From an optimization exercise on the open Yosys and OpenROAD flow, aimed at small area; shortcuts taken in it are not production practice. The RTL was checked by simulation tests, not by an equivalence proof against the original design. Power figures rest on the tool's default switching activity, not on a simulated workload. No driver is modelled on the clock port, so clocking that relies on it looks cheaper here than on a real chip.

// sort_write_path
module sort_write_path #(
  parameter int OUT_DEPTH_LOG       = 4,
  parameter int WRITE_REQ_THRESHOLD = 4
) (
  input  wire                           CLK,
  input  wire                           RST,
  input  wire                           i_valid,
  input  wire  [sort_pkg::REC_W-1:0]    i_record,
  input  wire                           i_deq,
  output logic [sort_pkg::WORD_W-1:0]   o_data,
  output logic                          o_empty,
  output logic                          o_full,
  output logic                          o_write_req
);
Settings: LEC_CHECK=0, CAP_MARGIN=20, CORE_MARGIN=2, CORE_UTILIZATION=40, CTS_BUF_LIST=sky130_fd_sc_hd__clkbuf_16, CTS_CLUSTER_DIAMETER=70, CTS_CLUSTER_SIZE=28, SLEW_MARGIN=20, SYNTH_HIERARCHICAL=1, SYNTH_MINIMUM_KEEP_SIZE=0; clock period 6.5 ns.
standard.sh (not shown) runs the stock make flow with config.mk's settings and CLKGATE_MAP_FILE= SYNTH_SCRIPT=/design/flow/synth_recipe.tcl, a recipe that flattens the netlist after the stock synthesis.
==> flow/flow/run.sh <==
#!/bin/bash
# The standard layout (standard.sh: the standard flow's synthesis and ORFS steps, unchanged), with two
# arguments changed: the port buffers are the smallest buffer cell, and clock tree synthesis
# inserts no dummy loads. The full make output goes to flow_make.log in the work folder; each
# ORFS step also keeps its own log under orfs/logs/.
set -euo pipefail
CTS="-sink_clustering_enable -repair_clock_nets -sink_clustering_size 28 -sink_clustering_max_diameter 70 -buf_list sky130_fd_sc_hd__clkbuf_16 -dont_use_dummy_load"
bash standard.sh "CTS_ARGS=$CTS" "BUFFER_PORTS_ARGS=-buffer_cell sky130_fd_sc_hd__buf_1" finish > flow_make.log 2>&1
The first run completed with no timing, DRC or antenna violations.
Edit:
CORE_UTILIZATION = 60   (was 40)
Outcome: Setup slack got worse by 0.16 ns. Maximum frequency shrinks by a few percent. Power barely changes. Final area shrinks slightly. Sequential cell count stays the same. Global-route usage grows by 11 points. Core utilization grows by 21 points.
Edit:
--- a/flow/flow/run.sh
+++ b/flow/flow/run.sh
@@ -5,4 +5,4 @@
 # ORFS step also keeps its own log under orfs/logs/.
 set -euo pipefail
-CTS="-sink_clustering_enable -repair_clock_nets -sink_clustering_size 28 -sink_clustering_max_diameter 70 -buf_list sky130_fd_sc_hd__clkbuf_16 -dont_use_dummy_load"
+CTS="-sink_clustering_enable -repair_clock_nets -sink_clustering_size 32 -sink_clustering_max_diameter 80 -buf_list sky130_fd_sc_hd__clkbuf_16 -dont_use_dummy_load"
 bash standard.sh "CTS_ARGS=$CTS" "BUFFER_PORTS_ARGS=-buffer_cell sky130_fd_sc_hd__buf_1" finish > flow_make.log 2>&1
CAP_MARGIN = 10   (was 20)
CORE_UTILIZATION = 40   (was 60)
CTS_CLUSTER_DIAMETER = 80   (was 70)
CTS_CLUSTER_SIZE = 32   (was 28)
SLEW_MARGIN = 10   (was 20)
Effect: The new run finished with timing, DRC and antenna clean; die area increases by 50%; routed wire length increases by about 1.1%; utilization decreases by 21 points; cell area increases by about 1%; setup slack improves by 0.12 ns; synthesized cell count does not change; total power decreases by about 1.6%; synthesized area stays the same.
Edit:
--- a/flow/flow/run.sh
+++ b/flow/flow/run.sh
@@ -5,4 +5,4 @@
 # ORFS step also keeps its own log under orfs/logs/.
 set -euo pipefail
-CTS="-sink_clustering_enable -repair_clock_nets -sink_clustering_size 32 -sink_clustering_max_diameter 80 -buf_list sky130_fd_sc_hd__clkbuf_16 -dont_use_dummy_load"
+CTS="-sink_clustering_enable -repair_clock_nets -sink_clustering_size 28 -sink_clustering_max_diameter 70 -buf_list sky130_fd_sc_hd__clkbuf_16 -dont_use_dummy_load"
 bash standard.sh "CTS_ARGS=$CTS" "BUFFER_PORTS_ARGS=-buffer_cell sky130_fd_sc_hd__buf_1" finish > flow_make.log 2>&1
CAP_MARGIN = 20   (was 10)
CORE_UTILIZATION = 50   (was 40)
CTS_CLUSTER_DIAMETER = 70   (was 80)
CTS_CLUSTER_SIZE = 28   (was 32)
SLEW_MARGIN = 20   (was 10)
After rerunning: The new run went through all stages and came out clean. Utilization is higher by 11 points. Final cell count is lower by a little under a tenth. Worst setup slack loses 0.22 ns. Register-to-register slack loses 0.17 ns. Design area is lower slightly.

Another version of the RTL of sort_write_path (not shown whole).
For scale: roughly 4700 flip-flops, ~330 I/O pins.
Settings: LEC_CHECK=0, CAP_MARGIN=5, CORE_MARGIN=2, CORE_UTILIZATION=40, CTS_BUF_LIST=sky130_fd_sc_hd__clkbuf_16, CTS_CLUSTER_DIAMETER=80, CTS_CLUSTER_SIZE=32, SLEW_MARGIN=5; clock period 6.5 ns.
run.sh (not shown) runs the stock make flow with config.mk's settings and CLKGATE_MAP_FILE= SYNTH_SCRIPT=/design/flow/synth_recipe.tcl, a recipe that flattens the netlist after the stock synthesis.
Stock flow here: none of the scripts above is used.
Change:
--- a/flow/config.mk
+++ b/flow/config.mk
@@ -7,3 +7,3 @@
 export LEC_CHECK = 0
-export CAP_MARGIN = 5
+export CAP_MARGIN = 20
 export CORE_MARGIN = 2
@@ -13,2 +13,2 @@
 export CTS_CLUSTER_SIZE = 32
-export SLEW_MARGIN = 5
+export SLEW_MARGIN = 20
The new run finished clean.
Power is about the same.
Die area is unchanged.
Global-route usage is about the same.
Synthesized cell count does not change.
Design area is about the same.
Sequential power stays flat.
Clock power stays flat.
Synthesized area stays the same.
Change:
==> flow/flow/run.sh (new file) <==
#!/bin/bash
# The standard layout (standard.sh: the standard flow's synthesis and ORFS steps, unchanged), with two
# arguments changed: the port buffers are the smallest buffer cell, and clock tree synthesis
# inserts no dummy loads. The full make output goes to flow_make.log in the work folder; each
# ORFS step also keeps its own log under orfs/logs/.
set -euo pipefail
CTS="-sink_clustering_enable -repair_clock_nets -sink_clustering_size 28 -sink_clustering_max_diameter 70 -buf_list sky130_fd_sc_hd__clkbuf_16 -dont_use_dummy_load"
bash standard.sh "CTS_ARGS=$CTS" "BUFFER_PORTS_ARGS=-buffer_cell sky130_fd_sc_hd__buf_1" finish > flow_make.log 2>&1
==> flow/standard.sh (new file) <==
#!/bin/bash
# synth_recipe.tcl (not shown) runs the flow's synth.tcl, then flattens the netlist and writes it again
# the make line also repeats each setting of config.mk as NAME=value (left out here)
make -C /OpenROAD-flow-scripts/flow DESIGN_CONFIG=/design/flow/config.mk WORK_HOME=/design/flow/orfs CLKGATE_MAP_FILE= SYNTH_SCRIPT=/design/flow/synth_recipe.tcl "${@:-finish}"
--- a/flow/config.mk
+++ b/flow/config.mk
@@ -11,4 +11,4 @@
 export CTS_BUF_LIST = sky130_fd_sc_hd__clkbuf_16
-export CTS_CLUSTER_DIAMETER = 80
-export CTS_CLUSTER_SIZE = 32
+export CTS_CLUSTER_DIAMETER = 70
+export CTS_CLUSTER_SIZE = 28
 export SLEW_MARGIN = 20
removed: flow/run.sh
Result:
- The new run finished with timing, DRC and antenna clean
- clock power drops by a few percent
- die area stays the same
- worst setup slack gains 0.22 ns
- maximum frequency climbs by a few percent
- clock-buffer cell count climbs by 21
Change:
==> flow/run.sh (new file) <==
#!/bin/bash
# synth_recipe.tcl (not shown) runs the flow's synth.tcl, then flattens the netlist and writes it again
# the make line also repeats each setting of config.mk as NAME=value (left out here)
make -C /OpenROAD-flow-scripts/flow DESIGN_CONFIG=/design/flow/config.mk WORK_HOME=/design/flow/orfs CLKGATE_MAP_FILE= SYNTH_SCRIPT=/design/flow/synth_recipe.tcl finish
--- a/flow/config.mk
+++ b/flow/config.mk
@@ -10,5 +10,5 @@
 export CORE_UTILIZATION = 40
-export CTS_BUF_LIST = sky130_fd_sc_hd__clkbuf_16
-export CTS_CLUSTER_DIAMETER = 70
-export CTS_CLUSTER_SIZE = 28
+export CTS_BUF_LIST = sky130_fd_sc_hd__clkbuf_8
+export CTS_CLUSTER_DIAMETER = 50
+export CTS_CLUSTER_SIZE = 18
 export SLEW_MARGIN = 20
removed: flow/flow/run.sh
removed: flow/standard.sh
After rerunning:
- power increases by 9.0%
- routed wire length climbs by 0.87%
- fmax is lower by 6.4%
- synthesized area stays the same
- hold slack gets worse by 0.092 ns
Change:
--- a/flow/config.mk
+++ b/flow/config.mk
@@ -10,5 +10,2 @@
 export CORE_UTILIZATION = 40
-export CTS_BUF_LIST = sky130_fd_sc_hd__clkbuf_8
-export CTS_CLUSTER_DIAMETER = 50
-export CTS_CLUSTER_SIZE = 18
 export SLEW_MARGIN = 20
The changed run went through all stages and came out clean.
Die area stays the same.
Non-clock buffer count is unchanged.
Maximum frequency went up by a few percent.
Power rose by roughly a tenth.
Routed wire length hardly moves.
Count of clock-buffer cells in the layout came out higher by 115.
Utilization rises by 1.2 points.
Synthesized area stays the same.
Worst setup slack gains 0.18 ns.
Worst hold slack gains 0.082 ns.

## afterwards: timing with drivers on the ports
The results above use ideal ports. As a check the final layouts listed here were re-extracted and re-timed, cells and wires unchanged. Step 1 assumes that a clkbuf_16 drives the clock port and a buf_2 every other input. Step 2 adds t to the input delays and takes it off the output delays; t is the mean of the earliest and latest rising clock arrival at the registers after step 1. Input paths then give back, and output paths get back, about the clock's delay inside the block. a / b / c = ideal ports / drivers / drivers and shift; a / b = the first two.
run	t, ns	slack for setup (ns)	latest minus earliest clock arrival (ns)	worst slew at a driven data input, ns
the first run of note 1	1.023	1.583 / 1.475 / 2.306	0.114 / 0.115	0.17
the second run of note 1	1.018	1.418 / 1.311 / 1.995	0.066 / 0.066	0.17
the third run of note 1	1.003	1.534 / 1.429 / 2.239	0.114 / 0.114	0.19
the fourth run of note 1	1.000	1.318 / 1.230 / 1.932	0.109 / 0.110	0.04
the first run of note 2	1.054	1.022 / 0.911 / 1.649	0.084 / 0.084	0.13
the second run of note 2	1.056	0.990 / 0.880 / 1.716	0.092 / 0.091	0.11
the third run of note 2	1.061	1.214 / 1.098 / 1.731	0.132 / 0.133	0.26
the fourth run of note 2	1.248	0.853 / 0.746 / 1.655	0.099 / 0.099	0.11
the fifth run of note 2	1.078	1.033 / 0.926 / 1.689	0.054 / 0.054	0.11
After both steps setup and hold are still met in every run listed.
